From an optimization exercise on the open Yosys and OpenROAD flow, aimed at small area; shortcuts taken in it are not production practice. The RTL was checked by simulation tests, not by an equivalence proof against the original design. Power and IR drop assume default switching activity.

==> flow/design.v (excerpt) <==
module regfile_sb #(
    parameter int DATA_W = 32,
    parameter int ADDR_W = 5,
    parameter int BYPASS = 1,
    parameter int V0_IDX = 2,
    parameter int A0_IDX = 4
) (
    input  logic              clk,
    input  logic              rst,
    input  logic [ADDR_W-1:0] rd_addr_a,
    output logic [DATA_W-1:0] rd_data_a,
    input  logic [ADDR_W-1:0] rd_addr_b,
    output logic [DATA_W-1:0] rd_data_b,
    input  logic              wr_en,
    input  logic [ADDR_W-1:0] wr_addr,
    input  logic [DATA_W-1:0] wr_data,
    input  logic              iss_en,
    input  logic [ADDR_W-1:0] iss_addr,
    output logic              busy_a,
    output logic              busy_b,
    output logic [DATA_W-1:0] sys_v0,
    input  logic              print_req,
    output logic [DATA_W-1:0] sys_a0,
    output logic              sys_a0_vld
);
Settings: LEC_CHECK=0, CAP_MARGIN=20, CORE_MARGIN=2, CORE_UTILIZATION=50, SLEW_MARGIN=20, SYNTH_HIERARCHICAL=1; clock period 5.5 ns.
standard.sh (not shown) runs the stock make flow with config.mk's settings and CLKGATE_MAP_FILE= SYNTH_SCRIPT=/design/flow/synth_recipe.tcl, a recipe that flattens the netlist after the stock synthesis.
==> flow/flow/run.sh <==
#!/bin/bash
# Standard synthesis, then the standard ORFS layout with a few extra knobs:
# plain buffers on the ports, free resizing, and a clock tree of small
# buffers with larger sink clusters and no dummy loads.
set -euo pipefail
bash standard.sh synth > synth.log 2>&1
bash standard.sh finish \
  "BUFFER_PORTS_ARGS=-buffer_cell sky130_fd_sc_hd__buf_1" \
  "MATCH_CELL_FOOTPRINT=0" \
  "CTS_ARGS=-sink_clustering_enable -repair_clock_nets -dont_use_dummy_load -sink_clustering_size 10 -sink_clustering_max_diameter 80 -buf_list {sky130_fd_sc_hd__clkbuf_8}" \
  > layout.log 2>&1
The starting point produced a clean layout.
Edit:
==> flow/flow/run.sh (replaced) <==
#!/bin/bash
# Standard synthesis, then the standard ORFS layout with a few extra knobs:
# plain buffers on the ports, free resizing, smaller clock buffers and no
# CTS dummy loads.
set -euo pipefail
bash standard.sh synth > synth.log 2>&1
bash standard.sh finish \
  "BUFFER_PORTS_ARGS=-buffer_cell sky130_fd_sc_hd__buf_1" \
  "MATCH_CELL_FOOTPRINT=0" \
  "CTS_ARGS=-sink_clustering_enable -repair_clock_nets -dont_use_dummy_load -sink_clustering_size 20 -buf_list {sky130_fd_sc_hd__clkbuf_4 sky130_fd_sc_hd__clkbuf_8}" \
  > layout.log 2>&1
- CAP_MARGIN: 20 -> 0
- CORE_UTILIZATION: 50 -> 45
- SLEW_MARGIN: 20 -> 0
Now the flow completed and failed the layout checks on max-capacitance violations, max-slew violations, negative setup slack.
Setup slack gets worse by 0.12 ns.
Critical path depth stays the same.
Clock-buffer cell count climbs by 51.
Final area climbs by about 1.6%.
Clock power climbs by 23%.
Die area climbs by 11%.
Global-route usage drops by 2.6 points.
Non-clock buffer count drops by 6.
Edit:
==> flow/flow/run.sh (replaced) <==
#!/bin/bash
# Standard synthesis, then the standard ORFS layout with a few extra knobs:
# plain buffers on the ports, free resizing, and a clock tree of small
# buffers with larger sink clusters and no dummy loads.
set -euo pipefail
bash standard.sh synth > synth.log 2>&1
bash standard.sh finish \
  "BUFFER_PORTS_ARGS=-buffer_cell sky130_fd_sc_hd__buf_1" \
  "MATCH_CELL_FOOTPRINT=0" \
  "CTS_ARGS=-sink_clustering_enable -repair_clock_nets -dont_use_dummy_load -sink_clustering_size 14 -sink_clustering_max_diameter 80 -buf_list {sky130_fd_sc_hd__clkbuf_8}" \
  > layout.log 2>&1
- CAP_MARGIN: 0 -> 20
- CORE_UTILIZATION: 45 -> 50
- SETUP_SLACK_MARGIN: not set -> 0.2
- SLEW_MARGIN: 0 -> 20
The new run produced a clean layout.
Cell count goes down by 4.6%.
Routed wire length goes down by 3.5%.
Fmax grows by 4.5%.
Synthesized cell count does not change.
Sequential power went down by about 0.4%.
Total power went down by 9.9%.
Edit:
--- a/flow/flow/run.sh
+++ b/flow/flow/run.sh
@@ -9,3 +9,3 @@
   "MATCH_CELL_FOOTPRINT=0" \
-  "CTS_ARGS=-sink_clustering_enable -repair_clock_nets -dont_use_dummy_load -sink_clustering_size 14 -sink_clustering_max_diameter 80 -buf_list {sky130_fd_sc_hd__clkbuf_8}" \
+  "CTS_ARGS=-sink_clustering_enable -repair_clock_nets -dont_use_dummy_load -buf_list {sky130_fd_sc_hd__clkbuf_8}" \
   > layout.log 2>&1
- SETUP_SLACK_MARGIN: 0.2 -> not set
Design area rises by 2.3%; cell count increases by 2.0%; synthesized area does not change; non-clock buffer count falls by 3; total power goes up by 11%.

-- re-timing with driven ports --
How much do the figures lean on ideal ports? The routed layouts below were timed once more, with nothing changed but the port constraints. Step 1: set_driving_cell puts a clkbuf_16 on clk and a buf_2 on each other input, an assumption about the parent block. Step 2 adds t to the input delays and takes it off the output delays; t is the mean of the earliest and latest rising clock arrival at the registers after step 1. Input paths then give back, and output paths get back, about the clock's delay inside the block. Three values: ideal, step 1, step 2; two values: the first two.
run	t, ns	setup WS [ns]	hold slack, ns	worst setup path after step 2	worst register clock-pin slew, ns
the first run	0.828	0.058 / 0.027 / 0.027	0.508 / 0.508 / 0.508	input to output	0.09 / 0.09
the second run	0.904	-0.065 / -0.090 / -0.090	0.498 / 0.493 / 0.498	input to output	0.07 / 0.07
the third run	0.763	0.176 / 0.140 / 0.140	0.505 / 0.505 / 0.505	input to output	0.11 / 0.11
the fourth run	0.890	0.136 / 0.107 / 0.107	0.482 / 0.437 / 0.502	input to output	0.07 / 0.07
The setup slack of the third run, which loses most, moves by -0.036 ns with the drivers and by -0.036 ns with both steps.
